Context: an optimization exercise on an open-source flow, tuned for small area and a short achievable clock period. The choices shown serve that exercise and are no tape-out recipe.
The RTL was checked by simulation tests, not by an equivalence proof against the original design.
Power and IR drop assume default switching activity.

**design/flow/run.sh**
```bash
#!/bin/bash
# synth_recipe.tcl (not shown) runs the flow's synth.tcl, then flattens the netlist and writes it again
# the make line also repeats each setting of config.mk as NAME=value (left out here)
make -C /OpenROAD-flow-scripts/flow DESIGN_CONFIG=/design/flow/config.mk WORK_HOME=/design/flow/orfs CLKGATE_MAP_FILE= SYNTH_SCRIPT=/design/flow/synth_recipe.tcl finish
```
**design/flow/config.mk**
```make
export PLATFORM = sky130hd
export DESIGN_NAME = ps2_key_event_queue
export DESIGN_NICKNAME = ps2_key_event_queue
export VERILOG_FILES = /design/flow/design.v
export SDC_FILE = /design/flow/constraint.sdc
export NUM_CORES = 4
export LEC_CHECK = 0
export CAP_MARGIN = 20
export CORE_MARGIN = 2
export CORE_UTILIZATION = 40
export SLEW_MARGIN = 20
```
**design/flow/design.v**
```verilog
module ps2_key_event_queue #(
  parameter int FIFO_DEPTH      = 8,
  parameter bit SUPPRESS_REPEAT = 1'b1,
  parameter bit IGNORE_CTRL     = 1'b1
) (
  input  logic                          clk,
  input  logic                          reset,
  input  logic [7:0]                    rx_data,
  input  logic                          rx_valid,
  input  logic                          rx_overflow,
  output logic [9:0]                    evt_data,
  output logic                          evt_valid,
  input  logic                          evt_ready,
  output logic [$clog2(FIFO_DEPTH):0]   evt_count,
  output logic                          drop_flag,
  input  logic                          drop_clr,
  output logic [8:0]                    keys_down,
  output logic [31:0]                   cur_key
);
  logic       r_ext, r_rel, r_pause;
  logic [2:0] r_skip;
  logic w_v, w_e0, w_f0, w_e1, w_ctrl, w_prefix, w_pause_end;
  logic w_emit, w_track, w_ev_ext, w_ev_rel;
  logic [7:0] w_code;
  assign w_v    = rx_valid && !rx_overflow;
  assign w_e0   = (rx_data == 8'hE0);
  assign w_f0   = (rx_data == 8'hF0);
  assign w_e1   = (rx_data == 8'hE1);
  assign w_ctrl = (rx_data == 8'h00) || (rx_data == 8'hAA) || (rx_data == 8'hEE) ||
                  (rx_data == 8'hFA) || (rx_data == 8'hFE) || (rx_data == 8'hFF);
  assign w_prefix    = !r_rel && !r_pause;            
  assign w_pause_end = r_pause && (r_skip <= 3'd1);
  assign w_emit  = w_v && (r_rel || w_pause_end ||
                           (w_prefix && !w_e0 && !w_f0 && !w_e1 && (r_ext || !w_ctrl)));
  assign w_track = w_v && (r_rel || (w_prefix && !w_e0 && !w_f0 && !w_e1 && (r_ext || !w_ctrl)));
  assign w_ev_ext = r_ext || r_pause;
  assign w_ev_rel = r_rel;
  assign w_code   = r_pause ? 8'h77 : rx_data;
  always_ff @(posedge clk or posedge reset) begin
    if (reset) begin
      r_ext   <= 1'b0;
      r_rel   <= 1'b0;
      r_pause <= 1'b0;
      r_skip  <= 3'd0;
    end else if (rx_overflow) begin
      r_ext   <= 1'b0;
      r_rel   <= 1'b0;
      r_pause <= 1'b0;
      r_skip  <= 3'd0;
    end else if (rx_valid) begin
      if (r_pause) begin
        r_skip <= w_pause_end ? 3'd0 : 3'(r_skip - 3'd1);
        r_pause <= !w_pause_end;
      end else if (r_rel) begin
        r_ext <= 1'b0;
        r_rel <= 1'b0;
      end else begin
        r_ext   <= w_e0 || (w_f0 && r_ext);
        r_rel   <= w_f0;
        r_pause <= w_e1;
        if (w_e1) r_skip <= 3'd7;
      end
    end
  end
  logic [15:0]  r_row_valid;
  logic [511:0] r_bits;
  logic [3:0]   w_row;
  logic [4:0]   w_col;
  logic [15:0]  w_row_sel;
  logic [31:0]  w_row_rd, w_row_wr;
  logic         w_held;
  assign w_row = {r_ext, rx_data[7:5]};
  assign w_col = rx_data[4:0];
  always_comb begin
    w_row_rd = '0;
    for (int j = 0; j < 16; j++) begin
      w_row_sel[j] = (w_row == 4'(j));
      if (w_row_sel[j] && r_row_valid[j]) w_row_rd = w_row_rd | r_bits[j*32 +: 32];
    end
    w_row_wr = w_row_rd;
    if (w_track) w_row_wr[w_col] = !w_ev_rel;
  end
  assign w_held = w_row_rd[w_col];
  always_ff @(posedge clk or posedge reset) begin
    if (reset) r_row_valid <= '0;
    else       r_row_valid <= r_row_valid | w_row_sel;
  end
  always_ff @(posedge clk) begin
    for (int j = 0; j < 16; j++)
      if (w_row_sel[j]) r_bits[j*32 +: 32] <= w_row_wr;
  end
  logic w_accept, w_set, w_clr;
  assign w_accept = w_emit && !(w_track && !w_ev_rel && w_held);
  assign w_set    = w_track && !w_ev_rel && !w_held;
  assign w_clr    = w_track && w_ev_rel && w_held;
  logic [8:0] r_keys_down;
  always_ff @(posedge clk or posedge reset) begin
    if (reset) r_keys_down <= 9'd0;
    else if (w_set) begin
      if (r_keys_down != 9'h1FF) r_keys_down <= r_keys_down + 9'd1;
    end else if (w_clr) begin
      if (r_keys_down != 9'd0) r_keys_down <= r_keys_down - 9'd1;
    end
  end
  logic [7:0] r_ck_code;
  logic       r_ck_ext, r_ck_rel;
  always_ff @(posedge clk or posedge reset) begin
    if (reset) begin
      r_ck_code <= 8'h1B;
      r_ck_ext  <= 1'b0;
      r_ck_rel  <= 1'b1;
    end else if (w_accept) begin
      r_ck_code <= w_code;
      r_ck_ext  <= w_ev_ext;
      r_ck_rel  <= w_ev_rel;
    end
  end
  logic [9:0] r_mem [8];
  logic [2:0] r_wr_ptr, r_rd_ptr;
  logic [3:0] r_count;
  logic       r_drop_flag;
  logic       w_full, w_pop, w_slot_free, w_write, w_drop;
  assign w_full      = r_count[3];
  assign w_pop       = (r_count != 4'd0) && evt_ready;
  assign w_slot_free = !w_full || w_pop;
  assign w_write     = w_accept && w_slot_free;
  assign w_drop      = w_accept && !w_slot_free;
  always_ff @(posedge clk or posedge reset) begin
    if (reset) begin
      r_wr_ptr    <= 3'd0;
      r_rd_ptr    <= 3'd0;
      r_count     <= 4'd0;
      r_drop_flag <= 1'b0;
    end else begin
      if (w_write) r_wr_ptr <= r_wr_ptr + 3'd1;
      if (w_pop)   r_rd_ptr <= r_rd_ptr + 3'd1;
      if (w_write && !w_pop)      r_count <= r_count + 4'd1;
      else if (!w_write && w_pop) r_count <= r_count - 4'd1;
      if (w_drop)        r_drop_flag <= 1'b1;
      else if (drop_clr) r_drop_flag <= 1'b0;
    end
  end
  always_ff @(posedge clk) begin
    if (w_slot_free) r_mem[r_wr_ptr] <= {w_ev_rel, w_ev_ext, w_code};
  end
  assign evt_valid = (r_count != 4'd0);
  assign evt_data  = evt_valid ? r_mem[r_rd_ptr] : 10'd0;
  assign evt_count = r_count;
  assign drop_flag = r_drop_flag;
  assign keys_down = r_keys_down;
  assign cur_key   = {8'h00,
                      (r_ck_ext && r_ck_rel) ? 8'hE0 : 8'h00,
                      r_ck_rel ? 8'hF0 : (r_ck_ext ? 8'hE0 : 8'h00),
                      r_ck_code};
endmodule
```
**design/flow/constraint.sdc**
```tcl
create_clock -name core_clock -period 6.5 [get_ports {clk}]
set_input_delay 1.3000 -clock core_clock [delete_from_list [all_inputs] [get_ports {clk}]]
set_output_delay 1.3000 -clock core_clock [all_outputs]
set_load 0.01 [all_outputs]
```
==> results.txt <==
path summary, 6_finish.rpt:
check                        startpoint               to  slack [ps]  cells after the start
hold reg to reg            r_ck_code[2]     r_ck_code[2]         510                      1
setup / recovery             rx_data[5]   r_keys_down[8]         310                     23
setup reg to reg                  r_ext   r_keys_down[8]         720                     21
hold / removal             r_ck_code[2]     r_ck_code[2]         510                      1
min in group asynchronous         reset  r_row_valid[10]        1260                      3
max in group asynchronous         reset      r_rd_ptr[0]        4670                      3
routing by layer:
metal | global-route usage (%) | up-vias | part of all wire (%)
met3 | 4.608 | 160 | 8.9
met1 | 31.52 | 8395 | 40
met2 | 36.47 | 879 | 47
met4 | 8.445 | 0 | 3.5
li1 | - | 6927 | -
met5 | 0 | - | 0
synth_stat cells, drive strengths merged (18+ instances only):
master	count	area, µm²
and2	29	181.4
inv	22	82.58
ha	19	237.7
and3	148	925.9
mux2i	18	180.2
nand4	26	162.7
edfxtp	592	17780
or2	24	150.1
a22oi	77	583.1
a221oi	36	321.6
dfrtp	47	1176
buf	69	454.2
a2111oi	48	427.9
o21ai	42	221.5
nor2	53	198.9
mux4	20	450.4
nand3	36	180.2
clkbuf	51	191.4
a22o	35	306.5
nand2	67	254.0
registers in the layout, summed over array words and instances, names as in the netlist, 3 cells and up:
| register | count |
|---|---|
| r_count | 4 |
| r_keys_down | 9 |
| r_rd_ptr | 3 |
| r_ck_code | 8 |
| r_skip | 3 |
| r_bits | 512 |
| r_wr_ptr | 3 |
| r_row_valid | 16 |
| r_mem | 80 |
report_power, final:
part           switching (mW)  internal (mW)  leakage, nW
Sequential              0.251           4.93         6.06
Clock                    1.59           2.22         1.04
Combinational           0.899          0.798         4.05
stage by stage:
step | instances | hold slack [ps] | util (%)
after floorplan | 1651 | 482.9 | -
final | 2740 | 512.1 | 48.19
after detailed placement | 2620 | 499.3 | 44.76
after CTS | 2740 | 515.0 | 48.13
after global placement | 2620 | 497.4 | 44.73
after global routing | 2740 | 528.5 | 48.19
area by class of cell:
class | count | area, µm² | share of cell area, %
timing repair buffer | 234 | 2177 | 7.009
clock inverter | 31 | 327.8 | 1.055
multi-input combinational | 865 | 6470 | 20.83
sequential | 644 | 19080 | 61.44
clock buffer | 89 | 1851 | 5.957
tap | 855 | 1070 | 3.444
inverter | 22 | 82.58 | 0.2659
cell families after synthesis:
group / after synthesis / synth area share (%)
flops: 644 / 73.22
simple gates: 449 / 9.990
compound gates: 305 / 9.059
buf+inv: 142 / 2.794
mux: 53 / 3.183
fa+ha+maj: 21 / 1.066
xor+xnor: 20 / 0.6721
other cells: 1 / 0.01439
critical path, cell delays in order:
cell	delay, ps
clkdlybuf4s50_1	500
buf_12	180
and4b_4	240
buf_4	250
and3_1	240
a2111oi_0	650
nand4_1	330
mux2i_1	240
o2111ai_1	160
nor4_2	360
a22oi_2	190
nand2b_1	270
fa_1	430
a21oi_1	150
nor2_1	60
nor2_1	120
o21bai_1	90
a21oi_1	200
o21bai_1	90
a21oi_1	190
nand2b_1	120
o21ai_0	110
xor2_1	160
==> results.txt <==
* HPWL after detailed placement at 49620 µm
* Die footprint at slightly below 70000 µm²
* Slew margin rel. at 29.09%
* Critical path class: input pin to flip-flop
* Clock latency on the worst-skew pair at just over 600 ps
* Initial core utilization at between 40% and 50%
* Worst Setup Slack, final at 308.5 ps
* CTS Hold Bufs at 0
* Post-Syn Instances at about 1.6k
* Ports at about 70
* Nets at approximately 1.9k
* WP data required at 6980 ps
* # DRC at 0
* Final min period at between 6000 and 7000 ps
* Initial antenna violation count at 2
* Sequential area share after synthesis at between 70% and 80%
* CP Max Fanout at 22
* Die width at between 200 and 300 µm
* Commonest non-fill, non-tap cell in the layout: edfxtp_1
* RSZ-0062 raised after global routing: no
* CTS HTree Levels at 3
* First-pass GRT wire length at approximately 110000 µm
* Core Footprint at 64460 µm²
* Placed Area at around 29000 µm²
* Max rail drop VDD at between 0.15 and 0.2 mV
* Worst-margin pin slew at 1064 ps
* Max-cap violations at 0
* Crit path DAT at 6670 ps
* Setup crit end kind: flip-flop
* Fillers at around 5.5k
* Most frequent cells in the layout: edfxtp_1, buf_4, and3_1
* Clock Tree Root: clkbuf_16
* Die H at 259.3 µm
* Vias at 16.36k
* Num CTS Buffers at 67
* First drt pass iteration count at 6
* I/O Buffers at 53
* P&R area growth vs syn at 19.18%
* Routed WL per cell at between 20 and 30 µm
* Post-synth ARST share at under 10%
* Final instance area at 31060 µm²
* Post-cts resize count at 0
* Routed WL at 76840 µm
* Postcts setup bufs at 0
* Final period util at 95.25%
* Vias in the first global route at around 16k
* Final-report max-slew violation count at 0
* Placer Congestion at 0.9818
* Worst Skew at around 24 ps
* Synthesized area at roughly 26000 µm²
* Post-synth cell types at 74
* Yosys warnings at 1
* Starting DRT DRC Count at between 2k and 2.5k
* CTS tree: done
* Hold Fails Final Rpt at 0
* Status: timing/DRC/antenna clean
* Antenna cells at 0
* Clock sinks at roughly 640
* CTS max path bufs at 3
* Fraction of final layout cells sized beyond drive strength 1 at about 20%
* Pin count of the biggest net entering global routing at 53
* #FFs+latches synth at approximately 640
* Power Dens Cells at between 300 and 400 nW/µm²
* Worst Hold Class: flip-flop to flip-flop
* Vias/cell at about 6.0
* Leakage dissipation at between 10 and 15 nW
* Most used DFF post-synth: edfxtp_1
* Worst-path clk slew at around 60 ps
* Post-Syn Area per Cell at around 16 µm²
* Post-synth EDFFs at a little under 600
* Row count at 93
* Total power at about 11 mW
* Global route overflow at 0
* Routed Antenna Nets at 0
* Setup-failing EPs final at 0
* CP Launch Type: input pin
* Setup TNS Final at 0 ps
* Fmax at 0.1615 GHz
* Post-Place Worst Slack at -333.7 ps
* Total GRT Usage at a little under a quarter

-- separate check: timing with driven ports --
Ports are ideal in the flow. The routed layout listed here was re-timed in OpenROAD. Step 1 sets driving cells, clkbuf_16 on the clock port and buf_2 on the other inputs (assumed; they add their load-dependent delay and slew). Step 2, shift: input delay + t, output delay - t, t = (earliest + latest rising clock arrival at the registers) / 2. This alone moves slack from input paths to output paths. Three values: ideal, step 1, step 2; two values: the first two.
shift t [ns]: 0.666
slack for setup (ns): 0.309 / 0.344 / -0.322
worst setup path after step 2: input to register
With both steps, setup timing fails in this run, where it was met with ideal ports. The setup slack of this run moves by +0.035 ns with the drivers and by -0.631 ns with both steps.
